Context: an optimization exercise on an open-source flow, tuned for small area, a short achievable clock period and few clock cycles per item. The choices shown serve that exercise and are no tape-out recipe. RTL that was checked went through simulation tests only; none was proved equivalent to the original. For runs 4 and 6, only the layout was checked, not whether the RTL still works. Power figures rest on the tool's default switching activity, not on a simulated workload.

## flow/run.sh

```bash
#!/bin/bash
# The standard layout with a tighter timing-repair target and small port buffers;
# the clock period and constraints are the design's. ORFS keeps each step's log under orfs/logs.
set -euo pipefail
bash standard.sh SETUP_SLACK_MARGIN=5.46 "BUFFER_PORTS_ARGS=-buffer_cell sky130_fd_sc_hd__buf_2" finish > standard.log 2>&1
```

## standard.sh

```bash
#!/bin/bash
# synth_recipe.tcl (not shown) runs the flow's synth.tcl, then flattens the netlist and writes it again
# the make line also repeats each setting of config.mk as NAME=value (left out here)
make -C /OpenROAD-flow-scripts/flow DESIGN_CONFIG=/design/flow/config.mk WORK_HOME=/design/flow/orfs CLKGATE_MAP_FILE= SYNTH_SCRIPT=/design/flow/synth_recipe.tcl "${@:-finish}"
```

## config.mk

```make
export PLATFORM = sky130hd
export DESIGN_NAME = lz77_top
export DESIGN_NICKNAME = lz77_top
export VERILOG_FILES = /design/flow/design.v
export SDC_FILE = /design/flow/constraint.sdc
export NUM_CORES = 4
export LEC_CHECK = 0
export CAP_MARGIN = 20
export CORE_MARGIN = 2
export CORE_UTILIZATION = 40
export CTS_BUF_LIST = sky130_fd_sc_hd__clkbuf_16
export CTS_CLUSTER_DIAMETER = 80
export CTS_CLUSTER_SIZE = 30
export PLACE_DENSITY = 0.8
export SETUP_SLACK_MARGIN = 5
export SLEW_MARGIN = 20
```

## constraint.sdc

```tcl
create_clock -name core_clock -period 8.0 [get_ports {clk}]
set_input_delay 1.6000 -clock core_clock [delete_from_list [all_inputs] [get_ports {clk}]]
set_output_delay 1.6000 -clock core_clock [all_outputs]
set_load 0.01 [all_outputs]
```

## design.v

```verilog
package lz77_pkg;
  localparam int DATA_WD = 8;
  localparam int WIN_SIZE = 16;
  localparam int DST_WD = 5;
  localparam int LEN_MAX = 8;
  localparam int LEN_MIN = 3;
  localparam int LEN_WD = 4;
  localparam int BLK_LEN_WD = 8;
  localparam logic [1:0] ST_IDLE = 2'd0;   
  localparam logic [1:0] ST_UPT  = 2'd1;   
  localparam logic [1:0] ST_SCH  = 2'd2;   
endpackage
`timescale 1ns/1ns
import lz77_pkg::*;
module lz77_window (
  input  logic                  clk,
  input  logic                  rstn,
  input  logic                  start_i,
  input  logic [BLK_LEN_WD-1:0] cfg_len_i,
  input  logic [DATA_WD-1:0]    rd_dat_i,
  output logic                  rd_val_o,
  output logic [WIN_SIZE-1:0]   eq_o,
  output logic                  nv_o,
  output logic [DATA_WD-1:0]    lit_o
);
  logic                             rd_val_r;
  logic                             rd_out_r;
  logic [BLK_LEN_WD-1:0]            rem_r;
  logic [DST_WD-1:0]                cnt_r;
  logic [WIN_SIZE-1:0][DATA_WD-1:0] hist_r;
  logic [WIN_SIZE-1:0]              vld_w;
  logic [WIN_SIZE-1:0]              eq_w;
  logic [WIN_SIZE-1:0]              eq_r;
  logic                             nv_r;
  always_ff @(posedge clk or negedge rstn) begin
    if (!rstn) begin
      rd_val_r <= 1'b0;
    end else begin
      rd_val_r <= start_i || (rd_val_r && rem_r > BLK_LEN_WD'(1));
    end
  end
  always_ff @(posedge clk or negedge rstn) begin
    if (!rstn) begin
      rd_out_r <= 1'b0;
    end else begin
      rd_out_r <= start_i || (rd_out_r && rem_r != BLK_LEN_WD'(1));
    end
  end
  always_ff @(posedge clk) begin
    rem_r <= start_i ? cfg_len_i : rem_r - 1'b1;
  end
  always_ff @(posedge clk) begin
    if (start_i || (rd_val_r && rem_r == BLK_LEN_WD'(1))) begin
      cnt_r <= '0;
    end else if (rd_val_r && !cnt_r[DST_WD-1]) begin
      cnt_r <= cnt_r + 1'b1;
    end
  end
  always_ff @(posedge clk) begin
    hist_r <= {hist_r[WIN_SIZE-2:0], rd_dat_i};
  end
  always_comb begin
    for (int i = 0; i < WIN_SIZE; i++) begin
      vld_w[i] = (cnt_r > DST_WD'(i));
      eq_w[i]  = vld_w[i] && (rd_dat_i == hist_r[i]);
    end
  end
  always_ff @(posedge clk) begin
    eq_r <= eq_w;
  end
  always_ff @(posedge clk or negedge rstn) begin
    if (!rstn) begin
      nv_r <= 1'b0;
    end else begin
      nv_r <= rd_val_r;
    end
  end
  assign rd_val_o = rd_out_r;
  assign eq_o     = eq_r;
  assign nv_o     = nv_r;
  assign lit_o    = hist_r[2];
endmodule
`timescale 1ns/1ns
import lz77_pkg::*;
module lz77_match_search (
  input  logic                clk,
  input  logic                rstn,
  input  logic [WIN_SIZE-1:0] eq_i,
  input  logic                nv_i,
  output logic                tok_lit_o,
  output logic                tok_mat_o,
  output logic                tok_lst_o,
  output logic [LEN_WD-1:0]   mat_len_o,
  output logic [DST_WD-1:0]   mat_dst_o
);
  logic [LEN_WD-1:0]   step_r;
  logic [WIN_SIZE-1:0] p1_r;
  logic [WIN_SIZE-1:0] p2_r;
  logic                near_r;
  logic                nv1_r;
  logic                st2_w;
  logic                stm_w;
  logic [WIN_SIZE-1:0] next_w;
  logic [WIN_SIZE-1:0] ext_w;
  logic [WIN_SIZE-1:0] pair_w;
  logic                any_w;
  logic                lst_w;
  logic                take_w;
  logic [DST_WD-1:0]   prio_dst_w;
  assign st2_w = (step_r == LEN_WD'(2));
  assign stm_w = (step_r >= LEN_WD'(LEN_MIN));
  always_comb begin
    for (int i = 0; i < WIN_SIZE; i++) begin
      next_w[i] = (step_r + LEN_WD'(1) == LEN_WD'(i + 1)) && (i < LEN_MAX);
    end
  end
  assign ext_w  = p2_r & eq_i;
  assign pair_w = p1_r & eq_i & {{(WIN_SIZE-2){1'b1}}, 2'b00};
  assign any_w  = (|ext_w) && !step_r[LEN_WD-1];
  always_comb begin
    prio_dst_w = '0;
    for (int i = WIN_SIZE - 1; i >= 0; i--) begin
      if (p2_r[i]) begin
        prio_dst_w = DST_WD'(i + 1);
      end
    end
    if (near_r) begin
      prio_dst_w = DST_WD'(step_r);
    end
  end
  assign tok_lit_o = st2_w && !any_w;
  assign tok_mat_o = stm_w && !any_w;
  assign lst_w     = st2_w ? !nv1_r : !nv_i;
  assign tok_lst_o = lst_w;
  assign mat_len_o = step_r;
  assign mat_dst_o = prio_dst_w;
  always_ff @(posedge clk or negedge rstn) begin
    if (!rstn) begin
      step_r <= '0;
    end else begin
      case (step_r)
        LEN_WD'(0): if (nv_i) step_r <= LEN_WD'(1);
        LEN_WD'(1): step_r <= LEN_WD'(2);
        LEN_WD'(2): if (any_w) step_r <= LEN_WD'(3);
                    else if (lst_w) step_r <= LEN_WD'(0);
        default:    if (any_w) step_r <= step_r + 1'b1;
                    else step_r <= lst_w ? LEN_WD'(0) : LEN_WD'(1);
      endcase
    end
  end
  assign take_w = stm_w || (st2_w && any_w);
  always_ff @(posedge clk) begin
    nv1_r  <= nv_i;
    p1_r   <= eq_i;
    p2_r   <= eq_i & (take_w ? (p2_r & ~next_w) : (p1_r & {{(WIN_SIZE-2){1'b1}}, 2'b00}));
    near_r <= |(ext_w & next_w);
  end
endmodule
`timescale 1ns/1ns
import lz77_pkg::*;
module lz77_token_out (
  input  logic                  clk,
  input  logic                  rstn,
  input  logic                  tok_lit_i,
  input  logic                  tok_mat_i,
  input  logic                  tok_lst_i,
  input  logic [DATA_WD-1:0]    lit_i,
  input  logic [LEN_WD-1:0]     mat_len_i,
  input  logic [DST_WD-1:0]     mat_dst_i,
  output logic                  val_o,
  output logic                  flg_lit_o,
  output logic [DATA_WD-1:0]    dat_lit_o,
  output logic [LEN_WD-1:0]     dat_len_o,
  output logic [DST_WD-1:0]     dat_dst_o,
  output logic                  flg_lst_o,
  output logic                  done_o
);
  logic               val_r;
  logic               lit_r;
  logic [DATA_WD-1:0] dat_r;
  logic [LEN_WD-1:0]  len_r;
  logic [DST_WD-1:0]  dst_r;
  logic               lst_r;
  logic               done_r;
  logic               tok_w;
  assign tok_w = tok_lit_i || tok_mat_i;
  always_ff @(posedge clk or negedge rstn) begin
    if (!rstn) begin
      val_r  <= 1'b0;
      lit_r  <= 1'b0;
      dat_r  <= '0;
      len_r  <= '0;
      dst_r  <= '0;
      lst_r  <= 1'b0;
      done_r <= 1'b0;
    end else begin
      val_r  <= tok_w;
      lit_r  <= tok_lit_i;
      dat_r  <= tok_lit_i ? lit_i : '0;
      len_r  <= tok_lit_i ? LEN_WD'(1) : (tok_mat_i ? mat_len_i : '0);
      dst_r  <= tok_mat_i ? mat_dst_i : '0;
      lst_r  <= tok_w && tok_lst_i;
      done_r <= lst_r;
    end
  end
  assign val_o     = val_r;
  assign flg_lit_o = lit_r;
  assign dat_lit_o = dat_r;
  assign dat_len_o = len_r;
  assign dat_dst_o = dst_r;
  assign flg_lst_o = lst_r;
  assign done_o    = done_r;
endmodule
`timescale 1ns/1ns
import lz77_pkg::*;
module lz77_top (
  input  logic                  clk,
  input  logic                  rstn,
  input  logic                  start_i,
  input  logic [BLK_LEN_WD-1:0] cfg_len_i,
  input  logic [DATA_WD-1:0]    rd_dat_i,
  output logic                  rd_val_o,
  output logic                  val_o,
  output logic                  flg_lit_o,
  output logic [DATA_WD-1:0]    dat_lit_o,
  output logic [LEN_WD-1:0]     dat_len_o,
  output logic [DST_WD-1:0]     dat_dst_o,
  output logic                  flg_lst_o,
  output logic                  done_o
);
  logic [WIN_SIZE-1:0] eq;
  logic                nv;
  logic [DATA_WD-1:0]  lit;
  logic                tok_lit;
  logic                tok_mat;
  logic                tok_lst;
  logic [LEN_WD-1:0]   mat_len;
  logic [DST_WD-1:0]   mat_dst;
  lz77_window u_window (
    .clk       (clk),
    .rstn      (rstn),
    .start_i   (start_i),
    .cfg_len_i (cfg_len_i),
    .rd_dat_i  (rd_dat_i),
    .rd_val_o  (rd_val_o),
    .eq_o      (eq),
    .nv_o      (nv),
    .lit_o     (lit)
  );
  lz77_match_search u_match_search (
    .clk       (clk),
    .rstn      (rstn),
    .eq_i      (eq),
    .nv_i      (nv),
    .tok_lit_o (tok_lit),
    .tok_mat_o (tok_mat),
    .tok_lst_o (tok_lst),
    .mat_len_o (mat_len),
    .mat_dst_o (mat_dst)
  );
  lz77_token_out u_token_out (
    .clk       (clk),
    .rstn      (rstn),
    .tok_lit_i (tok_lit),
    .tok_mat_i (tok_mat),
    .tok_lst_i (tok_lst),
    .lit_i     (lit),
    .mat_len_i (mat_len),
    .mat_dst_i (mat_dst),
    .val_o     (val_o),
    .flg_lit_o (flg_lit_o),
    .dat_lit_o (dat_lit_o),
    .dat_len_o (dat_len_o),
    .dat_dst_o (dat_dst_o),
    .flg_lst_o (flg_lst_o),
    .done_o    (done_o)
  );
endmodule
```

==> flow_summary.json, run 1 <==
{
  "yosys_warnings": 3,
  "gp_congestion": 0.888,
  "switchingPower_w": 0.000581,
  "htreeDepth": 1,
  "max-vdd-ir-drop_mv": 0.152,
  "grt_pass1_vias": 4730,
  "worstMarginPinSlew_ns": 0.622,
  "die_h_um": 141,
  "vias": 4700,
  "synth-simple-area-share": 0.123,
  "finalSetupTns_ns": 0,
  "hold_path_depth": 0,
  "grt_overflow": 0,
  "antenna_cells": 0,
  "synth_top_cell_area_share": 0.502,
  "post-synth-top-count-cell": "dfxtp_1",
  "clock-sinks": 217,
  "finalCritPeriodShare": 0.325,
  "clockBufferDepth": 3,
  "worstPathCellList": "buf_2",
  "area_growth_pct": 9.80,
  "synth_edf_count": 0,
  "clock_skew_ns": 0.0252,
  "avgSynthCellArea_um2": 11.1,
  "seq_power_share": 0.570,
  "post_drt_wl_per_cell_um": 15.1,
  "p_per_area_nw_per_um2": 256,
  "crit_type": "flip-flop to output port",
  "crit_cells": 1,
  "cts_root_buf": "clkbuf_16",
  "synth_top_flop_cell": "dfxtp_1",
  "status": "finished clean",
  "synth.area.mux_share": 0,
  "synth_area_um2": 7530,
  "p_leak_nw": 3.20,
  "yosys.area_share.adder": 0.0183,
  "io_pins": 41,
  "core_area_um2": 18600,
  "hold_viol_final": 0,
  "cp_max_fo": 2,
  "drc": 0,
  "placed_area_um2": 7940,
  "synth-async-reset-ratio": 0.129,
  "min_path_type": "flip-flop to flip-flop",
  "max_freq_mhz": 384,
  "comb_power_share": 0.152,
  "pre_cts_slack_ns": 5.00,
  "rsz0062_at_grt": "true",
  "cp-start-kind": "flip-flop",
  "slowest_stage": "dfrtp_1",
  "clockPowerShare": 0.278,
  "grt_max_degree": 32,
  "drtIter0Drc": 262,
  "rows": 50,
  "track_usage": 0.148,
  "first_pass_iters": 5,
  "routed_via_density": 5.00,
  "worstPathArrival_ns": 1.00,
  "ys_seq_area_frac": 0.595,
  "dp.cells": 924,
  "cts_tree": "yes",
  "synth_compound_gate_area_share": 0.0804,
  "layout_min_cycle_time_ns": 2.60,
  "io_buffers": 40,
  "layout.nets": 733,
  "die_area_um2": 19900,
  "final_area_um2": 8270,
  "yosysTopAreaCell": "dfxtp_1",
  "synth_top_family_by_area": "XOR/XNOR gates",
  "netlist_top_cells_count": "dfxtp_1, xnor2_1, nand2_1",
  "p_int_w": 0.00154,
  "drv_cap": 0,
  "synth_nets": 709,
  "critical-path-top-delay-family": "flip-flops",
  "place_hpwl_um": 10300,
  "grt_pass1_wl_um": 24000,
  "die_x_um": 141,
  "setup_ws_ns": 5.40,
  "antenna_found_initial": 0,
  "drt_wl_total_um": 14200,
  "synth_cell_type_count": 48,
  "drtAntennaViolNets": 0,
  "drv_slew": 0,
  "setup_viol": 0,
  "relSlewSlack": 0.582,
  "start_util": 0.405,
  "clkSlewWorstSetupHoldPaths_ns": 0.11,
  "cp-end-kind": "output port",
  "drive_gt1_frac": 0.0878,
  "post-cts-setup-buffers": 0,
  "synth-seq-cells": 217,
  "crit_buf_inv": 1,
  "syn_inst": 679,
  "yosys-top-cells-area": "dfxtp_1, xnor2_1, dfrtp_1",
  "cts_made_buffers": 11,
  "ff2ff_path_depth": 6,
  "max_stage_delay_ns": 0.40,
  "switching_share": 0.274,
  "synthXorXnorAreaFrac": 0.160,
  "insertion_delay_ns": 0.47,
  "final_cells": 940,
  "required_ns": 6.40
}
## logic make-up (layout without fill, tap and decap cells)
| logic type | Yosys count | after routing |
|---|---|---|
| flip-flops | 217 | 217 |
| AND/OR/NAND/NOR | 182 | 182 |
| XOR/XNOR | 138 | 138 |
| AO/OA/AOI/OAI | 87 | 87 |
| buffers and inverters | 44 | 71 |
| adder cells (fa/ha/maj) | 11 | 11 |
## stage by stage
stage	util	hold slack [ns]	total power, W
6_report	0.445	0.349	0.00212
5_1_grt	0.445	0.357	0.00222
4_1_cts	0.444	0.353	0.00213
3_5_place_dp	0.427	0.354	0.00155
3_3_place_gp	0.427	0.350	0.00154
2_1_floorplan	-	0.345	0.00146
## repair_timing
action,4_1_cts,5_1_grt
gates resized for setup,0,8
setup endpoints to repair,22,32
pin swaps,0,0
cloned,0,0
hold buffers,0,0
## area by class of cell
type | count | area (µm²)
fillers | 1677 | 10300
flip-flops and latches | 217 | 4480
multi-input cells | 418 | 2910
well taps | 234 | 293
clock buffers | 11 | 275
repair buffers | 40 | 218
inverters | 15 | 56.3
clock inverters | 5 | 36.3
## final timing paths
check,slack [ns],start,to
min in group asynchronous,1.12,rstn,u_match_search.step_r[2]
setup / recovery,5.40,u_window.rd_out_r,rd_val_o
setup reg to reg,5.70,u_match_search.p2_r[5],u_token_out.dst_r[0]
hold reg to reg,0.35,u_window.hist_r[4],u_window.hist_r[12]
hold / removal,0.35,u_window.hist_r[4],u_window.hist_r[12]
max in group asynchronous,6.47,rstn,u_token_out.len_r[3]
## state kept, by name (all words and copies together), names as in the netlist, 5 cells and up
register	count
u_window.eq_r	16
u_window.rem_r	8
u_match_search.p2_r	16
u_token_out.dst_r	5
u_match_search.p1_r	14
u_window.cnt_r	5
u_window.hist_r	128
u_token_out.dat_r	8
## power groups by stage
stage | combinational, W | sequential [W] | clock [W]
after floorplan | 0.000237 | 0.00123 | 0
after global placement | 0.000311 | 0.00123 | 0
after detailed placement | 0.000316 | 0.00123 | 0
after CTS | 0.000318 | 0.00121 | 0.000602
after global routing | 0.000360 | 0.00122 | 0.000643
final | 0.000321 | 0.00121 | 0.000589
## per-layer routing
| metal | part of all wire | global-route usage | vias to the layer above |
|---|---|---|---|
| li1 | - | - | 2331 |
| met1 | 0.48 | 0.204 | 2239 |
| met3 | 0.046 | 0.0309 | 22 |
| met5 | 0 | 0 | - |
| met2 | 0.46 | 0.240 | 108 |
| met4 | 0.017 | 0.0374 | 0 |
## worst reg2reg max path: cells and delay by family, from the launching register on
kind	cells	cell delay [ns]
AND/OR/NAND/NOR	4	1.21
AO/OA/AOI/OAI	2	0.58
flip-flops	1	0.40
## layout by cell type, fill, tap and decap left out, types with 2 or more instances in the layout
| master | n |
|---|---|
| dfxtp_1 | 189 |
| xnor2_1 | 102 |
| nand2_1 | 62 |
| buf_2 | 33 |
| xor2_1 | 32 |
| dfrtp_1 | 28 |
| nand4_1 | 26 |
| nor2_1 | 21 |
| inv_1 | 18 |
| o21ai_0 | 16 |
| nand3_1 | 15 |
| a21boi_0 | 15 |
| a21oi_1 | 14 |
| nor3_1 | 13 |
| nor4_1 | 12 |
| ha_1 | 11 |
| clkbuf_16 | 11 |
| a211oi_1 | 10 |
| and2_1 | 9 |
| a22oi_1 | 7 |
| clkbuf_4 | 7 |
| nor2b_1 | 5 |
| xnor2_2 | 4 |
| and3_1 | 4 |
| o21a_1 | 3 |
| or3_1 | 3 |
| a21o_1 | 3 |
| nand2b_1 | 3 |
| o31ai_1 | 3 |
| or4_1 | 2 |
| nor4b_1 | 2 |
| a31oi_1 | 2 |
| o22ai_1 | 2 |
| o2111ai_1 | 2 |
Testbench counts, summed over its fixed seeds: cycles 41,294, bytes 39,715.
==> run 2: changes to the inputs <==
--- a/config.mk
+++ b/config.mk
@@ -11,6 +11,5 @@
 export CTS_BUF_LIST = sky130_fd_sc_hd__clkbuf_16
 export CTS_CLUSTER_DIAMETER = 80
 export CTS_CLUSTER_SIZE = 30
-export PLACE_DENSITY = 0.8
 export SETUP_SLACK_MARGIN = 5
 export SLEW_MARGIN = 20
==> flow_summary.json, run 2 <==
{
  "cp-start-kind": "flip-flop",
  "synth_cell_type_count": 48,
  "final_cell_mix": "dfxtp_1, xnor2_1, nand2_1",
  "setup_ws_ns": 5.41,
  "drtIter0Drc": 288,
  "synth_nets": 709,
  "synth_top_flop_cell": "dfxtp_1",
  "antenna_found_initial": 0,
  "die_area_um2": 19900,
  "grt_max_degree": 31,
  "clock_skew_ns": 0.0173,
  "drtAntennaViolNets": 0,
  "synth_top_cell_area_share": 0.502,
  "critical-path-top-delay-family": "flip-flops",
  "p_per_area_nw_per_um2": 257,
  "slowest_stage": "dfrtp_1",
  "io_pins": 41,
  "rows": 50,
  "regMostFlops": "u_window.hist_r",
  "cp-end-kind": "output port",
  "area_growth_pct": 10.0,
  "max_stage_delay_ns": 0.39,
  "worstPathCellList": "buf_2",
  "cts_tree": "yes",
  "die_x_um": 141,
  "yosys-top-cells-area": "dfxtp_1, xnor2_1, dfrtp_1",
  "grt_pass1_wl_um": 24700,
  "hold_buffers": 0,
  "layout_min_cycle_time_ns": 2.59,
  "drive_gt1_frac": 0.0921,
  "layout.cells.most_common": "dfxtp_1",
  "required_ns": 6.40,
  "synth-async-reset-ratio": 0.129,
  "clockBufferDepth": 3,
  "antenna_cells": 0,
  "min_path_type": "flip-flop to flip-flop",
  "avgSynthCellArea_um2": 11.1,
  "drt_wl_total_um": 14900,
  "grt_overflow": 0,
  "cts_made_buffers": 11,
  "hold_viol_final": 0,
  "clkSlewWorstSetupHoldPaths_ns": 0.11,
  "p_leak_nw": 3.20,
  "vias": 4633,
  "synth_edf_count": 0,
  "start_util": 0.405,
  "core_area_um2": 18600,
  "first_pass_iters": 4,
  "post_drt_wl_per_cell_um": 15.8,
  "yosysTopAreaCell": "dfxtp_1",
  "htreeDepth": 1,
  "max_freq_mhz": 386,
  "track_usage": 0.152,
  "biggestRegsByFlops": "u_window.hist_r (128), u_match_search.p2_r (16), u_window.eq_r (16)",
  "relSlewSlack": 0.570,
  "finalCritPeriodShare": 0.324,
  "drv_cap": 0,
  "synth_area_um2": 7530,
  "yosys_warnings": 3,
  "pre_cts_slack_ns": 4.99,
  "cts_root_buf": "clkbuf_16",
  "setup_viol": 0,
  "crit_type": "flip-flop to output port",
  "layout.nets": 734,
  "netlist_top_cells_count": "dfxtp_1, xnor2_1, nand2_1",
  "die_h_um": 141,
  "routed_via_density": 4.93,
  "insertion_delay_ns": 0.46,
  "gp_congestion": 0.808,
  "cp_max_fo": 2,
  "clock-sinks": 217,
  "crit_buf_inv": 1,
  "ys_seq_area_frac": 0.595,
  "worstMarginPinSlew_ns": 0.636,
  "io_buffers": 40,
  "status": "finished clean",
  "fillers": 1713,
  "max-vdd-ir-drop_mv": 0.161,
  "post-synth-top-count-cell": "dfxtp_1",
  "drc": 0,
  "rsz0062_at_grt": "true",
  "place_hpwl_um": 10900,
  "worstPathArrival_ns": 0.99,
  "finalSetupTns_ns": 0,
  "drv_slew": 0,
  "syn_inst": 679,
  "grt_pass1_vias": 4769,
  "largest_reg_flops": 128,
  "synth-seq-cells": 217
}
run 2: cell counts after synthesis:
Identical to the previous run, type by type.
run 2: worst reg2reg max path, delay by kind of cell (launching register included):
| family | cells | cell delay, ns |
|---|---|---|
| AOI/OAI and AO/OA | 2 | 0.58 |
| and+or+nand+nor | 4 | 1.25 |
| DFF | 1 | 0.39 |
run 2: stage by stage:
stage,cells,utilization,hold WS [ns],instance area [µm²],total power [W]
final,940,0.446,0.352,8290,0.00213
after global routing,940,0.446,0.350,8290,0.00223
after CTS,939,0.444,0.352,8250,0.00214
after detailed placement,924,0.427,0.355,7940,0.00156
after global placement,924,0.427,0.352,7940,0.00155
after floorplan,679,-,0.345,7660,0.00146
run 2: area by class of cell:
type                    instances  area (µm²)  share of cell area
flip-flops and latches        217        4480               0.541
multi-input cells             418        2910               0.351
repair buffers                 41         238              0.0287
inverters                      15        56.3             0.00679
clock buffers                  11         275              0.0332
well taps                     234         293              0.0353
clock inverters                 4        31.3             0.00377
run 2: logic make-up after synthesis:
logic type	Yosys count	share of synthesized area
AO/OA/AOI/OAI	87	0.0804
XOR/XNOR	138	0.160
adder cells (fa/ha/maj)	11	0.0183
buffers and inverters	44	0.0231
flip-flops	217	0.595
AND/OR/NAND/NOR	182	0.123
run 2: repair_timing:
action / 4_1_cts / 5_1_grt
hold endpoints to repair: 0 / 0
gates resized for setup: 0 / 11
buffers inserted: 0 / 1
gates cloned: 0 / 0
endpoints found under the setup margin: 22 / 40
run 2: where the power goes:
part | leakage (nW) | internal [W] | switching [W]
Combinational | 1.10 | 0.000127 | 0.000200
Clock | 0.157 | 0.000259 | 0.000335
Sequential | 1.94 | 0.00115 | 0.0000551
run 2: final timing paths:
path                       slack, ns                    from  depth (start not counted)                    to
max                             5.41       u_token_out.lst_r                          1             flg_lst_o
min                             0.35     u_window.hist_r[59]                          0   u_window.hist_r[67]
max reg2reg                     5.69  u_match_search.p2_r[5]                          6  u_token_out.dst_r[0]
min reg2reg                     0.35     u_window.hist_r[59]                          0   u_window.hist_r[67]
max in group asynchronous       6.45                    rstn                          1  u_token_out.dat_r[6]
min in group asynchronous       1.14                    rstn                          1     u_token_out.lst_r
run 2: per-layer routing:
layer  GRT usage  wire [µm]
met1       0.210       7160
met2       0.259       7020
met3      0.0173        454
met4      0.0321        219
met5           0          0
==> run 3: changes to the inputs <==
--- a/config.mk
+++ b/config.mk
@@ -7,9 +7,10 @@
 export LEC_CHECK = 0
 export CAP_MARGIN = 20
 export CORE_MARGIN = 2
-export CORE_UTILIZATION = 40
+export CORE_UTILIZATION = 60
 export CTS_BUF_LIST = sky130_fd_sc_hd__clkbuf_16
 export CTS_CLUSTER_DIAMETER = 80
 export CTS_CLUSTER_SIZE = 30
+export PLACE_DENSITY = 0.75
 export SETUP_SLACK_MARGIN = 5
 export SLEW_MARGIN = 20
==> flow_summary.json, run 3 <==
{
  "first_pass_iters": 6,
  "grt_pass1_wl_um": 24000,
  "insertion_delay_ns": 0.46,
  "place_hpwl_um": 10500,
  "required_ns": 6.40,
  "largest_reg_flops": 128,
  "clockBufferDepth": 3,
  "area_growth_pct": 9.37,
  "biggestRegsByFlops": "u_window.hist_r (128), u_match_search.p2_r (16), u_window.eq_r (16)",
  "hold_viol_final": 0,
  "htreeDepth": 1,
  "synth_edf_count": 0,
  "io_pins": 41,
  "grt_use_met3": 0.0397,
  "synth_cell_type_count": 48,
  "setup_ws_ns": 5.42,
  "setup_viol": 0,
  "cp-end-kind": "output port",
  "final_area_um2": 8240,
  "placed_area_um2": 7860,
  "start_util": 0.622,
  "yosysTopAreaCell": "dfxtp_1",
  "layout.cells.most_common": "dfxtp_1",
  "cts_made_buffers": 11,
  "drtAntennaViolNets": 0,
  "antenna_cells": 0,
  "avgSynthCellArea_um2": 11.1,
  "top_usage_layer": "met2",
  "drv_cap": 0,
  "fillers": 923,
  "die_h_um": 116,
  "holdWs_ns": 0.361,
  "slowest_stage": "dfrtp_1",
  "status": "finished clean",
  "clkSlewWorstSetupHoldPaths_ns": 0.11,
  "min_path_type": "flip-flop to flip-flop",
  "multi_input_area_um2": 2910,
  "drc": 0,
  "antenna_found_initial": 0,
  "clock_skew_ns": 0.0236,
  "cts_root_buf": "clkbuf_16",
  "layout.nets": 735,
  "finalSetupTns_ns": 0,
  "final_cells": 875,
  "grt_pass1_vias": 4704,
  "crit_buf_inv": 1,
  "drv_slew": 0,
  "cp-start-kind": "flip-flop",
  "synth_area_um2": 7530,
  "grt_overflow": 0,
  "max_freq_mhz": 388,
  "core_area_um2": 12100,
  "die_area_um2": 13500,
  "post_drt_wl_per_cell_um": 16.8,
  "dp.cells": 858,
  "synth-async-reset-ratio": 0.129,
  "io_buffers": 40,
  "drt_wl_total_um": 14700,
  "post-synth-top-count-cell": "dfxtp_1",
  "routed_via_density": 5.37,
  "yosys-top-cells-area": "dfxtp_1, xnor2_1, dfrtp_1",
  "crit_type": "flip-flop to output port",
  "grt_use_met2": 0.361,
  "max-vdd-ir-drop_mv": 0.195,
  "relSlewSlack": 0.554,
  "clock-sinks": 217,
  "p_leak_nw": 3.21,
  "track_usage": 0.227,
  "p_per_area_nw_per_um2": 259,
  "rsz0062_at_grt": "true",
  "ys_seq_area_frac": 0.595,
  "die_x_um": 116,
  "synth-seq-cells": 217,
  "pre_cts_slack_ns": 4.98,
  "max_stage_delay_ns": 0.38,
  "final_cell_mix": "dfxtp_1, xnor2_1, nand2_1",
  "seq_area_um2": 4480,
  "grtUsageMet1": 0.324,
  "synth_top_flop_cell": "dfxtp_1",
  "layout_min_cycle_time_ns": 2.58,
  "worstPathArrival_ns": 0.98,
  "cts_tree": "yes",
  "worstMarginPinSlew_ns": 0.668,
  "regMostFlops": "u_window.hist_r",
  "rows": 40,
  "critical-path-top-delay-family": "flip-flops",
  "cp_max_fo": 1,
  "netlist_top_cells_count": "dfxtp_1, xnor2_1, nand2_1",
  "syn_inst": 679,
  "vias": 4700,
  "gp_congestion": 0.845,
  "synth_top_cell_area_share": 0.502,
  "yosys_warnings": 3,
  "synth_nets": 709,
  "grt_max_degree": 32,
  "drive_gt1_frac": 0.0905,
  "worstPathCellList": "buf_2",
  "drtIter0Drc": 303,
  "finalCritPeriodShare": 0.322
}
## run 3: cell type report
type,instances,share of cell area
Clock buffer,11,0.0334
Clock inverter,4,0.00486
Inverter,15,0.00683
Multi-Input combinational cell,418,0.353
Sequential cell,217,0.544
Tap cell,168,0.0255
Timing Repair Buffer,42,0.0320
## run 3: routing by layer
metal / vias up / part of all wire
li1: 2324 / -
met1: 2238 / 0.48
met2: 115 / 0.46
met3: 23 / 0.046
met4: 0 / 0.019
met5: - / 0
## run 3: through the flow
step	power [W]	utilization
global placement	0.00154	0.649
detailed placement	0.00155	0.649
floorplan	0.00146	-
CTS	0.00213	0.675
finish	0.00213	0.680
global route	0.00222	0.680
## run 3: cells by family after synthesis
family,after synthesis,synth area share
flops,217,0.595
simple gates,182,0.123
xor+xnor,138,0.160
compound gates,87,0.0804
buf+inv,44,0.0231
fa+ha+maj,11,0.0183
## run 3: report_power, final
part / leakage [nW] / switching (W) / internal [W]
clock: 0.160 / 0.000330 / 0.000259
sequential: 1.94 / 0.0000564 / 0.00115
combinational: 1.11 / 0.000202 / 0.000133
total: 3.21 / 0.000588 / 0.00154
## run 3: what timing repair did
action                     CTS  global route
buffers inserted             1             1
setup endpoints to repair   22            25
cloned                       0             0
resized for setup            0            12
hold buffers                 0             0
## run 3: final timing paths
path / cells past startpoint / to / startpoint / slack (ns)
setup / recovery: 1 / dat_lit_o[4] / u_token_out.dat_r[4] / 5.42
hold / removal: 0 / u_window.hist_r[22] / u_window.hist_r[14] / 0.36
hold reg to reg: 0 / u_window.hist_r[22] / u_window.hist_r[14] / 0.36
min in group asynchronous: 1 / u_token_out.dat_r[6] / rstn / 1.12
setup reg to reg: 6 / u_token_out.dst_r[0] / u_match_search.p2_r[9] / 5.75
max in group asynchronous: 1 / u_token_out.dst_r[3] / rstn / 6.48
==> run 4: changes to the inputs <==
--- a/design.v
+++ b/design.v
@@ -27,10 +27,9 @@
   logic                             rd_out_r;
   logic [BLK_LEN_WD-1:0]            rem_r;
   logic [DST_WD-1:0]                cnt_r;
-  logic [WIN_SIZE-1:0][DATA_WD-1:0] hist_r;
+  logic [WIN_SIZE:0][DATA_WD-1:0]   hist_r;
   logic [WIN_SIZE-1:0]              vld_w;
   logic [WIN_SIZE-1:0]              eq_w;
-  logic [WIN_SIZE-1:0]              eq_r;
   logic                             nv_r;
   always_ff @(posedge clk or negedge rstn) begin
     if (!rstn) begin
@@ -50,23 +49,20 @@
     rem_r <= start_i ? cfg_len_i : rem_r - 1'b1;
   end
   always_ff @(posedge clk) begin
-    if (start_i || (rd_val_r && rem_r == BLK_LEN_WD'(1))) begin
+    if (start_i || (nv_r && !rd_val_r)) begin
       cnt_r <= '0;
-    end else if (rd_val_r && !cnt_r[DST_WD-1]) begin
+    end else if (nv_r && !cnt_r[DST_WD-1]) begin
       cnt_r <= cnt_r + 1'b1;
     end
   end
   always_ff @(posedge clk) begin
-    hist_r <= {hist_r[WIN_SIZE-2:0], rd_dat_i};
+    hist_r <= {hist_r[WIN_SIZE-1:0], rd_dat_i};
   end
   always_comb begin
     for (int i = 0; i < WIN_SIZE; i++) begin
       vld_w[i] = (cnt_r > DST_WD'(i));
-      eq_w[i]  = vld_w[i] && (rd_dat_i == hist_r[i]);
-    end
-  end
-  always_ff @(posedge clk) begin
-    eq_r <= eq_w;
+      eq_w[i]  = vld_w[i] && (hist_r[0] == hist_r[i + 1]);
+    end
   end
   always_ff @(posedge clk or negedge rstn) begin
     if (!rstn) begin
@@ -76,7 +72,7 @@
     end
   end
   assign rd_val_o = rd_out_r;
-  assign eq_o     = eq_r;
+  assign eq_o     = eq_w;
   assign nv_o     = nv_r;
   assign lit_o    = hist_r[2];
 endmodule
--- a/config.mk
+++ b/config.mk
@@ -7,10 +7,9 @@
 export LEC_CHECK = 0
 export CAP_MARGIN = 20
 export CORE_MARGIN = 2
-export CORE_UTILIZATION = 60
+export CORE_UTILIZATION = 40
 export CTS_BUF_LIST = sky130_fd_sc_hd__clkbuf_16
 export CTS_CLUSTER_DIAMETER = 80
 export CTS_CLUSTER_SIZE = 30
-export PLACE_DENSITY = 0.75
 export SETUP_SLACK_MARGIN = 5
 export SLEW_MARGIN = 20
==> flow_summary.json, run 4 <==
{
  "hold_path_depth": 0,
  "clockBufferDepth": 3,
  "track_usage": 0.173,
  "regToRegSetupSlack_ns": 5.38,
  "required_ns": 8.40,
  "routed_via_density": 5.04,
  "max_freq_mhz": 382,
  "hold_path_end": "u_window.hist_r[22]",
  "hold_buffers": 0,
  "rsz0062_at_grt": "true",
  "reg2reg_to": "u_match_search.p2_r[2]",
  "gp_congestion": 0.906,
  "cts_root_buf": "clkbuf_16",
  "layout.nets": 782,
  "area_growth_pct": 15.4,
  "finalCritPeriodShare": 0.328,
  "die_x_um": 144,
  "largest_reg_flops": 136,
  "cp-start-kind": "flip-flop",
  "place_hpwl_um": 12700,
  "die_area_um2": 20700,
  "crit_buf_inv": 2,
  "grt_use_met3": 0.0255,
  "grt_max_degree": 32,
  "layout_min_cycle_time_ns": 2.62,
  "drtAntennaViolNets": 0,
  "grt_pass1_wl_um": 28100,
  "comb_power_share": 0.181,
  "drt_wl_total_um": 17700,
  "worstMarginPinSlew_ns": 0.642,
  "seq_power_share": 0.542,
  "p_leak_nw": 3.55,
  "synth_top_cell_area_share": 0.462,
  "drv_slew": 0,
  "clock-sinks": 209,
  "setup_viol": 0,
  "vias": 5144,
  "yosys-top-cells-area": "dfxtp_1, dfrtp_1, xnor2_1",
  "fillers": 1747,
  "critical-path-top-delay-family": "simple AND/OR/NAND/NOR gates",
  "cts_made_buffers": 11,
  "insertion_delay_ns": 0.47,
  "drc": 0,
  "worstPathCellList": "ha_4 -> and3_4 -> ha_4 -> or3_4 -> nor3_4 -> a22oi_2 -> and4b_4 -> a21oi_4 -> buf_6 -> buf_6 -> o211ai_2 -> a21oi_2",
  "biggestRegsByFlops": "u_window.hist_r (136), u_match_search.p2_r (16), u_match_search.p1_r (14)",
  "synth-seq-cells": 209,
  "final_cell_mix": "dfxtp_1, xnor2_1, xor2_1",
  "post_drt_wl_per_cell_um": 17.4,
  "p_per_area_nw_per_um2": 241,
  "switching_share": 0.298,
  "yosys_warnings": 3,
  "crit_cells": 12,
  "layout.cells.most_common": "dfxtp_1",
  "grt_overflow": 0,
  "switchingPower_w": 0.000651,
  "start_util": 0.406,
  "slowest_stage": "dfxtp_4",
  "cts_tree": "yes",
  "status": "finished clean",
  "regMostFlops": "u_window.hist_r",
  "antenna_cells": 0,
  "drtIter0Drc": 296,
  "syn_inst": 702,
  "hold_viol_final": 0,
  "avgSynthCellArea_um2": 11.2,
  "synth_top_flop_cell": "dfxtp_1",
  "synth_area_um2": 7850,
  "die_h_um": 144,
  "drive_gt1_frac": 0.201,
  "top_usage_layer": "met2",
  "core_area_um2": 19300,
  "cp-end-kind": "flip-flop",
  "max_stage_delay_ns": 0.40,
  "antenna_found_initial": 0,
  "worstPathArrival_ns": 3.03,
  "clock_skew_ns": 0.0156,
  "post-synth-top-count-cell": "dfxtp_1",
  "max-vdd-ir-drop_mv": 0.112,
  "crit_type": "flip-flop to flip-flop",
  "drv_cap": 0,
  "first_pass_iters": 4,
  "synth-async-reset-ratio": 0.134,
  "synth_cell_type_count": 74,
  "rows": 51,
  "io_pins": 41,
  "hp-start": "u_window.hist_r[14]",
  "clkSlewWorstSetupHoldPaths_ns": 0.11,
  "htreeDepth": 1,
  "synth_nets": 732,
  "ys_seq_area_frac": 0.551,
  "io_buffers": 40,
  "min_path_type": "flip-flop to flip-flop",
  "netlist_top_cells_count": "dfxtp_1, xnor2_1, xor2_1",
  "grt_pass1_vias": 5165,
  "p_int_w": 0.00153,
  "cp_max_fo": 4,
  "synth_edf_count": 0,
  "yosysTopAreaCell": "dfxtp_1",
  "finalSetupTns_ns": 0,
  "reg2reg_from": "u_window.cnt_r[0]",
  "power_w": 0.00218,
  "ff2ff_path_depth": 12,
  "relSlewSlack": 0.571,
  "grtUsageMet1": 0.244,
  "grt_use_met2": 0.273,
  "clockPowerShare": 0.277
}
run 4: power by group through the flow:
stage,Clock (W),Sequential [W],Combinational (W)
2_1_floorplan,0,0.00118,0.000264
3_3_place_gp,0,0.00120,0.000339
3_5_place_dp,0,0.00121,0.000348
4_1_cts,0.000616,0.00118,0.000370
5_1_grt,0.000655,0.00120,0.000430
6_report,0.000604,0.00118,0.000394
run 4: cell families after synthesis:
| kind of cell | share of synthesized area |
|---|---|
| adder cells (fa/ha/maj) | 0.0175 |
| flip-flops | 0.551 |
| buffers and inverters | 0.0413 |
| AO/OA/AOI/OAI | 0.112 |
| AND/OR/NAND/NOR | 0.127 |
| XOR/XNOR | 0.151 |
run 4: metal layers:
layer,up-vias,part of all wire,wire length (µm)
met5,-,0,0
met4,0,0.030,526
met3,34,0.043,761
met2,134,0.44,7850
met1,2473,0.48,8600
li1,2503,-,-
run 4: how the worst max path moves through the flow:
stage,from,end
after CTS,u_token_out.lst_r,flg_lst_o
after detailed placement,u_window.hist_r[2],u_match_search.p2_r[15]
final,u_window.cnt_r[0],u_match_search.p2_r[2]
after floorplan,u_window.cnt_r[0],u_match_search.p2_r[2]
after global routing,u_window.cnt_r[0],u_match_search.p2_r[9]
after global placement,u_window.hist_r[2],u_match_search.step_r[0]
run 4: timing repair:
action	CTS	global route
pin swaps	13	26
resized for setup	41	38
setup endpoints to repair	62	54
gates cloned	0	1
buffers inserted	18	8
run 4: per-stage QoR:
stage,cell area [µm²],setup WS [ns],hold WS [ns],instances,util
5_1_grt,9050,5.31,0.374,1020,0.468
2_1_floorplan,7850,5.59,0.326,702,-
6_report,9050,5.38,0.362,1020,0.468
3_5_place_dp,8150,4.74,0.354,977,0.421
4_1_cts,8780,5.36,0.364,1011,0.454
3_3_place_gp,8150,4.83,0.352,977,0.421
run 4: worst reg2reg max path, cell delays in order (launching register included):
cell and delay (ns):
dfxtp_4 0.40, ha_4 0.17, and3_4 0.18, ha_4 0.15, or3_4 0.34, nor3_4 0.27, a22oi_2 0.11, and4b_4 0.25
a21oi_4 0.20, buf_6 0.14, buf_6 0.10, o211ai_2 0.09, a21oi_2 0.14
run 4: area by class of cell:
| cell class | count | area, µm² | share of cell area |
|---|---|---|---|
| well taps | 265 | 332 | 0.0366 |
| clock buffers | 11 | 275 | 0.0304 |
| multi-input cells | 440 | 3420 | 0.378 |
| flip-flops and latches | 209 | 4370 | 0.483 |
| clock inverters | 5 | 45.0 | 0.00498 |
| repair buffers | 69 | 531 | 0.0586 |
| inverters | 21 | 81.3 | 0.00899 |
==> run 5: changes to the inputs <==
--- a/design.v
+++ b/design.v
@@ -24,45 +24,43 @@
   output logic [DATA_WD-1:0]    lit_o
 );
   logic                             rd_val_r;
-  logic                             rd_out_r;
   logic [BLK_LEN_WD-1:0]            rem_r;
   logic [DST_WD-1:0]                cnt_r;
-  logic [WIN_SIZE:0][DATA_WD-1:0]   hist_r;
+  logic [WIN_SIZE-1:0][DATA_WD-1:0] hist_r;
   logic [WIN_SIZE-1:0]              vld_w;
   logic [WIN_SIZE-1:0]              eq_w;
+  logic [WIN_SIZE-1:0]              eq_r;
   logic                             nv_r;
   always_ff @(posedge clk or negedge rstn) begin
     if (!rstn) begin
       rd_val_r <= 1'b0;
-    end else begin
-      rd_val_r <= start_i || (rd_val_r && rem_r > BLK_LEN_WD'(1));
-    end
-  end
-  always_ff @(posedge clk or negedge rstn) begin
-    if (!rstn) begin
-      rd_out_r <= 1'b0;
-    end else begin
-      rd_out_r <= start_i || (rd_out_r && rem_r != BLK_LEN_WD'(1));
+    end else if (start_i) begin
+      rd_val_r <= 1'b1;
+    end else if (rem_r == BLK_LEN_WD'(1)) begin
+      rd_val_r <= 1'b0;
     end
   end
   always_ff @(posedge clk) begin
     rem_r <= start_i ? cfg_len_i : rem_r - 1'b1;
   end
   always_ff @(posedge clk) begin
-    if (start_i || (nv_r && !rd_val_r)) begin
+    if (start_i || (rd_val_r && rem_r == BLK_LEN_WD'(1))) begin
       cnt_r <= '0;
-    end else if (nv_r && !cnt_r[DST_WD-1]) begin
+    end else if (rd_val_r && !cnt_r[DST_WD-1]) begin
       cnt_r <= cnt_r + 1'b1;
     end
   end
   always_ff @(posedge clk) begin
-    hist_r <= {hist_r[WIN_SIZE-1:0], rd_dat_i};
+    hist_r <= {hist_r[WIN_SIZE-2:0], rd_dat_i};
   end
   always_comb begin
     for (int i = 0; i < WIN_SIZE; i++) begin
       vld_w[i] = (cnt_r > DST_WD'(i));
-      eq_w[i]  = vld_w[i] && (hist_r[0] == hist_r[i + 1]);
-    end
+      eq_w[i]  = vld_w[i] && (rd_dat_i == hist_r[i]);
+    end
+  end
+  always_ff @(posedge clk) begin
+    eq_r <= eq_w;
   end
   always_ff @(posedge clk or negedge rstn) begin
     if (!rstn) begin
@@ -71,8 +69,8 @@
       nv_r <= rd_val_r;
     end
   end
-  assign rd_val_o = rd_out_r;
-  assign eq_o     = eq_w;
+  assign rd_val_o = rd_val_r;
+  assign eq_o     = eq_r;
   assign nv_o     = nv_r;
   assign lit_o    = hist_r[2];
 endmodule
@@ -148,7 +146,7 @@
   always_ff @(posedge clk) begin
     nv1_r  <= nv_i;
     p1_r   <= eq_i;
-    p2_r   <= eq_i & (take_w ? (p2_r & ~next_w) : (p1_r & {{(WIN_SIZE-2){1'b1}}, 2'b00}));
+    p2_r   <= take_w ? (ext_w & ~next_w) : pair_w;
     near_r <= |(ext_w & next_w);
   end
 endmodule
==> flow/run.sh (replaced) <==
#!/bin/bash
# The standard layout with a tighter timing-repair target and small port buffers;
# the clock period and constraints are the design's. ORFS keeps each step's log under orfs/logs.
set -euo pipefail
bash standard.sh SETUP_SLACK_MARGIN=5.5 "BUFFER_PORTS_ARGS=-buffer_cell sky130_fd_sc_hd__buf_2" finish > standard.log 2>&1
--- a/config.mk
+++ b/config.mk
@@ -8,8 +8,8 @@
 export CAP_MARGIN = 20
 export CORE_MARGIN = 2
 export CORE_UTILIZATION = 40
-export CTS_BUF_LIST = sky130_fd_sc_hd__clkbuf_16
-export CTS_CLUSTER_DIAMETER = 80
-export CTS_CLUSTER_SIZE = 30
+export CTS_BUF_LIST = sky130_fd_sc_hd__clkbuf_8
+export CTS_CLUSTER_DIAMETER = 60
+export CTS_CLUSTER_SIZE = 20
 export SETUP_SLACK_MARGIN = 5
 export SLEW_MARGIN = 20
==> flow_summary.json, run 5 <==
{
  "regToRegSetupSlack_ns": 5.85,
  "gp_congestion": 0.810,
  "hold_viol_final": 0,
  "drtIter0Drc": 240,
  "avgSynthCellArea_um2": 11.2,
  "grt_overflow": 0,
  "yosys.area_share.adder": 0.0180,
  "status": "finished clean",
  "slowest_stage": "dfrtp_2",
  "track_usage": 0.156,
  "p_int_w": 0.00152,
  "biggestRegsByFlops": "u_window.hist_r (128), u_match_search.p2_r (16), u_window.eq_r (16)",
  "regMostFlops": "u_window.hist_r",
  "io_pins": 41,
  "drc": 0,
  "finalSetupTns_ns": 0,
  "synth_top_family_by_area": "XOR/XNOR gates",
  "area_growth_pct": 9.19,
  "multi_input_area_um2": 2980,
  "routed_via_density": 5.07,
  "worstMarginPinSlew_ns": 0.655,
  "drt_wl_total_um": 15400,
  "drtAntennaViolNets": 0,
  "hp-start": "u_window.hist_r[61]",
  "comb_power_share": 0.156,
  "ys_seq_area_frac": 0.584,
  "htreeDepth": 1,
  "core_area_um2": 18700,
  "synth-simple-area-share": 0.121,
  "synth-async-reset-ratio": 0.125,
  "netlist_top_cells_count": "dfxtp_1, xnor2_1, xor2_1",
  "largest_reg_flops": 128,
  "required_ns": 6.40,
  "cp-start-kind": "flip-flop",
  "antenna_found_initial": 0,
  "hold_path_depth": 0,
  "synth_edf_count": 0,
  "max_freq_mhz": 373,
  "synthXorXnorAreaFrac": 0.158,
  "synth-seq-cells": 216,
  "synth_top_cell_area_share": 0.495,
  "post-synth-top-count-cell": "dfxtp_1",
  "p_per_area_nw_per_um2": 252,
  "synth_cell_type_count": 62,
  "final_util": 0.446,
  "antenna_cells": 0,
  "p_leak_nw": 3.23,
  "max_stage_delay_ns": 0.45,
  "drv_slew": 0,
  "yosys_warnings": 3,
  "hold_path_end": "u_window.hist_r[69]",
  "place_hpwl_um": 11300,
  "rsz0062_at_grt": "true",
  "io_buffers": 40,
  "switchingPower_w": 0.000582,
  "yosys-top-cells-area": "dfxtp_1, xnor2_1, dfrtp_1",
  "critical-path-top-delay-family": "flip-flops",
  "clockPowerShare": 0.274,
  "cp_max_fo": 2,
  "seq_power_share": 0.570,
  "synth_area_um2": 7640,
  "grt_pass1_vias": 5043,
  "final_cell_mix": "dfxtp_1, xnor2_1, xor2_1",
  "grt_max_degree": 28,
  "setup_viol": 0,
  "die_area_um2": 20200,
  "yosysTopAreaCell": "dfxtp_1",
  "grt_pass1_wl_um": 25500,
  "clock-sinks": 216,
  "cp-end-kind": "output port",
  "synth_compound_gate_area_share": 0.0922,
  "synth_top_flop_cell": "dfxtp_1",
  "reg2reg_from": "u_match_search.step_r[0]",
  "syn_inst": 682,
  "layout_min_cycle_time_ns": 2.68,
  "ff2ff_path_depth": 5,
  "layout.cells.most_common": "dfxtp_1",
  "cts_tree": "yes",
  "dp.cells": 925,
  "final_cells": 947,
  "synth.area.mux_share": 0.00147,
  "die_h_um": 142,
  "finalCritPeriodShare": 0.335,
  "min_path_type": "flip-flop to flip-flop",
  "drive_gt1_frac": 0.101,
  "reg2reg_to": "u_token_out.lst_r",
  "cts_root_buf": "clkbuf_8",
  "crit_type": "flip-flop to output port",
  "worstPathArrival_ns": 1.08,
  "cts_made_buffers": 15,
  "rows": 50,
  "fillers": 1758,
  "drv_cap": 0,
  "switching_share": 0.277,
  "layout.nets": 739,
  "relSlewSlack": 0.562,
  "max-vdd-ir-drop_mv": 0.163,
  "vias": 4804,
  "post_drt_wl_per_cell_um": 16.2,
  "synth_nets": 712,
  "clock_skew_ns": 0.0172,
  "seq_area_um2": 4460,
  "clkSlewWorstSetupHoldPaths_ns": 0.12,
  "start_util": 0.408,
  "worstPathCellList": "buf_6",
  "insertion_delay_ns": 0.51,
  "hold_buffers": 0,
  "die_x_um": 142,
  "crit_buf_inv": 1,
  "clockBufferDepth": 3,
  "first_pass_iters": 4
}
run 5: cell types whose count changed in the layout (fill, tap and decap cells not counted), moves of 11 or more:
cell	delta
a21boi_0	+12
buf_4	-11
clkbuf_16	-12
clkbuf_8	+15
dfxtp_1	+20
dfxtp_4	-11
xnor2_1	+29
xor2_1	-26
run 5: kinds of logic after synthesis:
family                     Yosys count
buffers and inverters               44
muxes                                1
adders and majority gates           11
DFF                                216
AOI/OAI and AO/OA                  101
and+or+nand+nor                    171
xor gates and xnor gates           138
run 5: what timing repair did:
item / in CTS / in global routing
resized for setup: 5 / 6
endpoints found under the hold margin: 0 / 0
setup buffers: 1 / 0
setup endpoints to repair: 23 / 24
run 5: area by class of cell:
class / instances / share of cell area
Clock buffer: 15 / 0.0248
Multi-Input combinational cell: 422 / 0.358
Timing Repair Buffer: 42 / 0.0311
Tap cell: 234 / 0.0351
Sequential cell: 216 / 0.535
Inverter: 12 / 0.00540
Clock inverter: 6 / 0.0110
run 5: power by group through the flow:
stage	combinational [W]	clock [W]	sequential, W
after floorplan	0.000234	0	0.00122
after global placement	0.000315	0	0.00122
after detailed placement	0.000322	0	0.00122
after CTS	0.000327	0.000595	0.00120
after global routing	0.000362	0.000636	0.00121
final	0.000329	0.000577	0.00120
run 5: routing by layer:
metal  global-route usage  wire length [µm]  up-vias
li1                     -                 -     2369
met1                0.208              7250     2307
met2                0.261              7100       98
met3               0.0279               677       30
met4               0.0474               349        0
met5                    0                 0        -
run 5: metrics by stage:
stage | setup slack, ns | total power [W] | cell area (µm²) | hold WS, ns
final | 5.32 | 0.00210 | 8340 | 0.361
after global routing | 5.27 | 0.00221 | 8340 | 0.374
after CTS | 5.30 | 0.00212 | 8310 | 0.366
after detailed placement | 4.95 | 0.00154 | 7990 | 0.354
after global placement | 5.05 | 0.00154 | 7990 | 0.351
after floorplan | 5.41 | 0.00145 | 7680 | 0.345
run 5: worst max-delay path by stage:
stage | startpoint | to | slack [ns] | depth (start not counted)
2_1_floorplan | rd_dat_i[0] | u_window.eq_r[15] | 5.41 | 4
6_report | u_window.rd_val_r | rd_val_o | 5.32 | 1
5_1_grt | u_window.rd_val_r | rd_val_o | 5.27 | 1
3_3_place_gp | rd_dat_i[3] | u_window.eq_r[15] | 5.05 | 5
3_5_place_dp | rd_dat_i[2] | u_window.eq_r[15] | 4.95 | 5
4_1_cts | u_window.rd_val_r | rd_val_o | 5.30 | 1
Testbench counts of run 5, summed over its fixed seeds: cycles 41,294, bytes 39,715.
==> run 6: changes to the inputs <==
--- a/design.v
+++ b/design.v
@@ -24,6 +24,7 @@
   output logic [DATA_WD-1:0]    lit_o
 );
   logic                             rd_val_r;
+  logic                             rd_out_r;
   logic [BLK_LEN_WD-1:0]            rem_r;
   logic [DST_WD-1:0]                cnt_r;
   logic [WIN_SIZE-1:0][DATA_WD-1:0] hist_r;
@@ -34,10 +35,15 @@
   always_ff @(posedge clk or negedge rstn) begin
     if (!rstn) begin
       rd_val_r <= 1'b0;
-    end else if (start_i) begin
-      rd_val_r <= 1'b1;
-    end else if (rem_r == BLK_LEN_WD'(1)) begin
-      rd_val_r <= 1'b0;
+    end else begin
+      rd_val_r <= start_i || (rd_val_r && rem_r > BLK_LEN_WD'(1));
+    end
+  end
+  always_ff @(posedge clk or negedge rstn) begin
+    if (!rstn) begin
+      rd_out_r <= 1'b0;
+    end else begin
+      rd_out_r <= start_i || (rd_out_r && rem_r != BLK_LEN_WD'(1));
     end
   end
   always_ff @(posedge clk) begin
@@ -55,7 +61,7 @@
   end
   always_comb begin
     for (int i = 0; i < WIN_SIZE; i++) begin
-      vld_w[i] = (cnt_r > DST_WD'(i));
+      vld_w[i] = rd_val_r;
       eq_w[i]  = vld_w[i] && (rd_dat_i == hist_r[i]);
     end
   end
@@ -69,7 +75,7 @@
       nv_r <= rd_val_r;
     end
   end
-  assign rd_val_o = rd_val_r;
+  assign rd_val_o = rd_out_r;
   assign eq_o     = eq_r;
   assign nv_o     = nv_r;
   assign lit_o    = hist_r[2];
@@ -146,7 +152,7 @@
   always_ff @(posedge clk) begin
     nv1_r  <= nv_i;
     p1_r   <= eq_i;
-    p2_r   <= take_w ? (ext_w & ~next_w) : pair_w;
+    p2_r   <= eq_i & (take_w ? (p2_r & ~next_w) : (p1_r & {{(WIN_SIZE-2){1'b1}}, 2'b00}));
     near_r <= |(ext_w & next_w);
   end
 endmodule
==> flow/run.sh (replaced) <==
#!/bin/bash
# The standard layout with a tighter timing-repair target, small port buffers and no dummy
# clock loads; the clock period and constraints are the design's. ORFS keeps each step's log
# under orfs/logs.
set -euo pipefail
bash standard.sh SETUP_SLACK_MARGIN=5.46 "BUFFER_PORTS_ARGS=-buffer_cell sky130_fd_sc_hd__buf_2" \
  "CTS_ARGS=-sink_clustering_enable -repair_clock_nets -sink_clustering_size 30 -sink_clustering_max_diameter 80 -buf_list sky130_fd_sc_hd__clkbuf_16 -dont_use_dummy_load" \
  finish > standard.log 2>&1
--- a/config.mk
+++ b/config.mk
@@ -8,8 +8,8 @@
 export CAP_MARGIN = 20
 export CORE_MARGIN = 2
 export CORE_UTILIZATION = 40
-export CTS_BUF_LIST = sky130_fd_sc_hd__clkbuf_8
-export CTS_CLUSTER_DIAMETER = 60
-export CTS_CLUSTER_SIZE = 20
+export CTS_BUF_LIST = sky130_fd_sc_hd__clkbuf_16
+export CTS_CLUSTER_DIAMETER = 80
+export CTS_CLUSTER_SIZE = 30
 export SETUP_SLACK_MARGIN = 5
 export SLEW_MARGIN = 20
==> flow_summary.json, run 6 <==
{
  "required_ns": 6.40,
  "cts_made_buffers": 11,
  "netlist_top_cells_count": "dfxtp_1, xor2_1, xnor2_1",
  "final_util": 0.451,
  "routed_via_density": 4.89,
  "antenna_cells": 0,
  "grt_overflow": 0,
  "first_pass_iters": 4,
  "setup_ws_ns": 5.42,
  "cp_max_fo": 1,
  "worstMarginPinSlew_ns": 0.770,
  "insertion_delay_ns": 0.46,
  "drt_wl_total_um": 13700,
  "worstPathArrival_ns": 0.98,
  "layout_min_cycle_time_ns": 2.58,
  "die_x_um": 138,
  "cp-end-kind": "output port",
  "seq_area_um2": 4380,
  "grt_pass1_wl_um": 22900,
  "max-vdd-ir-drop_mv": 0.151,
  "place_hpwl_um": 9770,
  "post_drt_wl_per_cell_um": 15.6,
  "drc": 0,
  "yosysTopAreaCell": "dfxtp_1",
  "regToRegSetupSlack_ns": 5.68,
  "area_growth_pct": 9.68,
  "io_buffers": 40,
  "final_area_um2": 7860,
  "ff2ff_path_depth": 6,
  "drv_slew": 0,
  "htreeDepth": 1,
  "yosys-top-cells-area": "dfxtp_1, dfrtp_1, xor2_1",
  "syn_inst": 631,
  "cts_tree": "yes",
  "layout.nets": 682,
  "avgSynthCellArea_um2": 11.4,
  "relSlewSlack": 0.483,
  "min_path_type": "flip-flop to flip-flop",
  "drtIter0Drc": 214,
  "reg2reg_to": "u_match_search.p2_r[5]",
  "p_leak_nw": 3.16,
  "holdWs_ns": 0.313,
  "post-synth-top-count-cell": "dfxtp_1",
  "hold_viol_final": 0,
  "hold_buffers": 0,
  "vias": 4305,
  "grt_pass1_vias": 4410,
  "drtAntennaViolNets": 0,
  "grt_max_degree": 31,
  "synth-async-reset-ratio": 0.132,
  "cp-start-kind": "flip-flop",
  "worstPathCellList": "buf_2",
  "fillers": 1649,
  "finalCritPeriodShare": 0.323,
  "clockBufferDepth": 3,
  "drv_cap": 0,
  "cts_root_buf": "clkbuf_16",
  "io_pins": 41,
  "yosys_warnings": 3,
  "biggestRegsByFlops": "u_window.hist_r (128), u_match_search.p2_r (16), u_window.eq_r (16)",
  "synth_top_cell_area_share": 0.514,
  "p_per_area_nw_per_um2": 262,
  "crit_end": "dat_len_o[1]",
  "synth_top_flop_cell": "dfxtp_1",
  "clock_skew_ns": 0.0432,
  "die_area_um2": 19000,
  "setup.worst_path.start": "u_token_out.len_r[1]",
  "grt_use_met2": 0.248,
  "crit_type": "flip-flop to output port",
  "clkSlewWorstSetupHoldPaths_ns": 0.11,
  "clock-sinks": 212,
  "synth_edf_count": 0,
  "start_util": 0.411,
  "drive_gt1_frac": 0.0901,
  "regMostFlops": "u_window.hist_r",
  "core_area_um2": 17400,
  "rows": 48,
  "synth_cell_type_count": 47,
  "max_stage_delay_ns": 0.39,
  "die_h_um": 138,
  "finalSetupTns_ns": 0,
  "grtUsageMet1": 0.213,
  "synth_nets": 656,
  "pre_cts_slack_ns": 4.91,
  "layout.cells.most_common": "dfxtp_1",
  "status": "finished clean",
  "placed_area_um2": 7520,
  "synth_area_um2": 7160,
  "multi_input_area_um2": 2620,
  "crit_cells": 1,
  "max_freq_mhz": 387,
  "top_usage_layer": "met2",
  "setup_viol": 0,
  "final_cell_mix": "dfxtp_1, xor2_1, xnor2_1",
  "rsz0062_at_grt": "true",
  "track_usage": 0.153,
  "slowest_stage": "dfrtp_1",
  "grt_use_met3": 0.0250,
  "synth-seq-cells": 212,
  "crit_buf_inv": 1,
  "largest_reg_flops": 128,
  "critical-path-top-delay-family": "flip-flops",
  "ys_seq_area_frac": 0.612,
  "antenna_found_initial": 0,
  "reg2reg_from": "u_match_search.p2_r[5]",
  "gp_congestion": 0.880
}
==> run 6: changes by cell type after synthesis, sizes merged, moves of 10 or more <==
| cell | delta |
|---|---|
| nand4 | -14 |
| xnor2 | -36 |
| a21oi | -11 |
| nand2 | +22 |
| o21ai | -10 |
| xor2 | +33 |
| nor2 | -11 |
| nor4 | +16 |
==> run 6: cell families (layout without fill, tap and decap cells) <==
family,after synthesis,after routing,synth area share
DFF,212,212,0.612
and+or+nand+nor,164,164,0.115
xor gates and xnor gates,135,135,0.165
AOI/OAI and AO/OA,69,69,0.0693
buffers and inverters,43,67,0.0250
adders and majority gates,6,6,0.0105
muxes,2,2,0.00279
==> run 6: stage by stage <==
step,cells,power (W)
after floorplan,631,0.00143
after global placement,868,0.00151
after detailed placement,868,0.00151
after CTS,880,0.00207
after global routing,880,0.00217
final,880,0.00206
==> run 6: routing by layer <==
metal  up-vias  wire length, µm
met4         0              250
li1       2146                -
met1      2057             6750
met5         -                0
met3        20              567
met2        82             6120
==> run 6: how the worst min path moves through the flow <==
stage / startpoint / endpoint / slack [ns] / depth (start not counted)
2_1_floorplan: u_window.eq_r[9] / u_match_search.p1_r[9] / 0.35 / 0
3_3_place_gp: u_token_out.lst_r / u_token_out.done_r / 0.35 / 0
3_5_place_dp: u_window.hist_r[105] / u_window.hist_r[113] / 0.35 / 0
4_1_cts: u_window.hist_r[4] / u_window.hist_r[12] / 0.32 / 0
5_1_grt: u_window.hist_r[4] / u_window.hist_r[12] / 0.32 / 0
6_report: u_window.hist_r[4] / u_window.hist_r[12] / 0.31 / 0
==> run 6: area by class of cell <==
cell class / count / area share
inverter: 15 / 0.00717
timing repair buffer: 41 / 0.0311
sequential: 212 / 0.558
tap: 225 / 0.0358
clock buffer: 11 / 0.0350
multi-input combinational: 376 / 0.333
==> run 6: what timing repair did <==
item / in CTS / in global routing
setup endpoints to repair: 24 / 26
hold endpoints to repair: 0 / 0
buffers inserted: 1 / 0
gates resized for setup: 5 / 8
==> run 6: report_power, final <==
group          leakage [nW]  internal, W  switching (W)  total [W]
combinational          1.12     0.000128       0.000201   0.000330
sequential             1.90      0.00113      0.0000470    0.00117
clock                 0.136     0.000248       0.000312   0.000560
total                  3.16      0.00150       0.000560    0.00206
==> run 7: changes to the inputs <==
--- a/design.v
+++ b/design.v
@@ -61,7 +61,7 @@
   end
   always_comb begin
     for (int i = 0; i < WIN_SIZE; i++) begin
-      vld_w[i] = rd_val_r;
+      vld_w[i] = (cnt_r > DST_WD'(i));
       eq_w[i]  = vld_w[i] && (rd_dat_i == hist_r[i]);
     end
   end
==> flow_summary.json, run 7 <==
{
  "drc": 0,
  "crit_type": "flip-flop to output port",
  "drv_slew": 0,
  "max-vdd-ir-drop_mv": 0.160,
  "status": "finished clean",
  "drtIter0Drc": 289,
  "synth_top_flop_cell": "dfxtp_1",
  "cts_root_buf": "clkbuf_16",
  "max_freq_mhz": 387,
  "htreeDepth": 1,
  "regMostFlops": "u_window.hist_r",
  "cts_made_buffers": 11,
  "synth-seq-cells": 217,
  "die_x_um": 141,
  "regToRegSetupSlack_ns": 5.69,
  "antenna_cells": 0,
  "core_area_um2": 18600,
  "synth_edf_count": 0,
  "finalSetupTns_ns": 0,
  "ys_seq_area_frac": 0.595,
  "setup_ws_ns": 5.41,
  "layout.cells.most_common": "dfxtp_1",
  "biggestRegsByFlops": "u_window.hist_r (128), u_match_search.p2_r (16), u_window.eq_r (16)",
  "clock_skew_ns": 0.0395,
  "hold_viol_final": 0,
  "clkSlewWorstSetupHoldPaths_ns": 0.11,
  "synth-async-reset-ratio": 0.129,
  "finalCritPeriodShare": 0.323,
  "largest_reg_flops": 128,
  "routed_via_density": 4.97,
  "yosys_warnings": 3,
  "cp-start-kind": "flip-flop",
  "die_area_um2": 19900,
  "critical-path-top-delay-family": "flip-flops",
  "max_stage_delay_ns": 0.39,
  "place_hpwl_um": 10900,
  "die_h_um": 141,
  "synth_top_cell_area_share": 0.502,
  "relSlewSlack": 0.568,
  "synth_area_um2": 7530,
  "layout.nets": 734,
  "vias": 4648,
  "slowest_stage": "dfrtp_1",
  "grt_overflow": 0,
  "hold_buffers": 0,
  "worstMarginPinSlew_ns": 0.638,
  "final_cell_mix": "dfxtp_1, xnor2_1, nand2_1",
  "grt_max_degree": 31,
  "synth_nets": 709,
  "drv_cap": 0,
  "crit_buf_inv": 1,
  "rows": 50,
  "antenna_found_initial": 0,
  "io_pins": 41,
  "synth_cell_type_count": 48,
  "grt_pass1_vias": 4768,
  "ff2ff_path_depth": 6,
  "cts_tree": "yes",
  "first_pass_iters": 5,
  "cp-end-kind": "output port",
  "yosys-top-cells-area": "dfxtp_1, xnor2_1, dfrtp_1",
  "pre_cts_slack_ns": 4.99,
  "io_buffers": 40,
  "hold_path_end": "u_window.hist_r[67]",
  "required_ns": 6.40,
  "hold_path_depth": 0,
  "area_growth_pct": 9.60,
  "min_path_type": "flip-flop to flip-flop",
  "clock-sinks": 217,
  "post-synth-top-count-cell": "dfxtp_1",
  "syn_inst": 679,
  "worstPathArrival_ns": 0.99,
  "p_per_area_nw_per_um2": 254,
  "p_leak_nw": 3.18,
  "post_drt_wl_per_cell_um": 15.8,
  "drt_wl_total_um": 14800,
  "track_usage": 0.152,
  "cp_max_fo": 2,
  "hp-start": "u_window.hist_r[59]",
  "netlist_top_cells_count": "dfxtp_1, xnor2_1, nand2_1",
  "setup_viol": 0,
  "clockBufferDepth": 3,
  "insertion_delay_ns": 0.46,
  "grt_pass1_wl_um": 24600,
  "rsz0062_at_grt": "true",
  "layout_min_cycle_time_ns": 2.59,
  "reg2reg_to": "u_token_out.dst_r[0]",
  "start_util": 0.405,
  "reg2reg_from": "u_match_search.p2_r[5]",
  "gp_congestion": 0.808,
  "avgSynthCellArea_um2": 11.1,
  "drtAntennaViolNets": 0,
  "yosysTopAreaCell": "dfxtp_1",
  "worstPathCellList": "buf_2",
  "drive_gt1_frac": 0.0883
}
run 7: changes by cell type after synthesis, sizes merged, moves of 8 or more:
cell,before,now
nor2,13,22
xnor2,66,106
nand4,13,26
xor2,69,32
nor4,27,13
and3,12,4
run 7: power by group:
group	internal, W	switching, W	leakage [nW]	total, W
Clock	0.000249	0.000317	0.136	0.000565
Sequential	0.00115	0.0000552	1.94	0.00121
Combinational	0.000127	0.000200	1.10	0.000326
run 7: worst reg2reg max path, cell delays in order, from the launching register on:
cell       delay (ns)
dfxtp_1          0.39
a22oi_1          0.21
nand2_1          0.11
nor4_4           0.63
nor2_2           0.13
or2_1            0.38
a2111oi_4        0.36
run 7: cell families after synthesis:
group | share of synthesized area
fa+ha+maj | 0.0183
flops | 0.595
buf+inv | 0.0231
xor+xnor | 0.160
simple gates | 0.123
compound gates | 0.0804
run 7: worst max path at each step:
stage	slack [ns]	cells past startpoint	startpoint	end
2_1_floorplan	5.42	4	rd_dat_i[0]	u_window.eq_r[9]
3_3_place_gp	5.03	5	rd_dat_i[1]	u_window.eq_r[9]
3_5_place_dp	4.99	5	rd_dat_i[0]	u_window.eq_r[15]
4_1_cts	5.39	1	u_token_out.lst_r	flg_lst_o
5_1_grt	5.36	1	u_token_out.lst_r	flg_lst_o
6_report	5.41	1	u_token_out.lst_r	flg_lst_o
run 7: area by class of cell:
cell class / count / area, µm²
inverter: 15 / 56.3
clock buffer: 11 / 275
multi-input combinational: 418 / 2910
tap: 234 / 293
sequential: 217 / 4480
timing repair buffer: 41 / 238
fill: 1723 / 10300
run 7: per-layer routing:
metal  routed length [µm]  global-route usage  vias up
met1                 7180               0.210     2238
met4                  217              0.0321        0
met3                  425              0.0173       17
met5                    0                   0        -
met2                 6980               0.258       69
li1                     -                   -     2324
run 7: through the flow:
stage                     utilization  hold slack, ns  area [µm²]  instances  total power, W
final                           0.444           0.319        8260        936         0.00210
after global routing            0.444           0.319        8260        936         0.00220
after CTS                       0.442           0.321        8210        935         0.00212
after detailed placement        0.427           0.355        7940        924         0.00156
after global placement          0.427           0.352        7940        924         0.00155
after floorplan                     -           0.345        7660        679         0.00146
run 7: what timing repair did:
item / in CTS / in global routing
setup endpoints to repair: 22 / 40
buffers inserted: 0 / 1
gates resized for setup: 0 / 11
Testbench counts of run 7, summed over its fixed seeds: cycles 41,294, bytes 39,715.

Setup slack of run 7, layout unchanged: 5.414 ns with ideal ports, 5.373 ns with driving cells assumed (clock clkbuf_16, inputs buf_2), 5.128 ns with port delays also shifted by the 0.482 ns mid clock arrival.
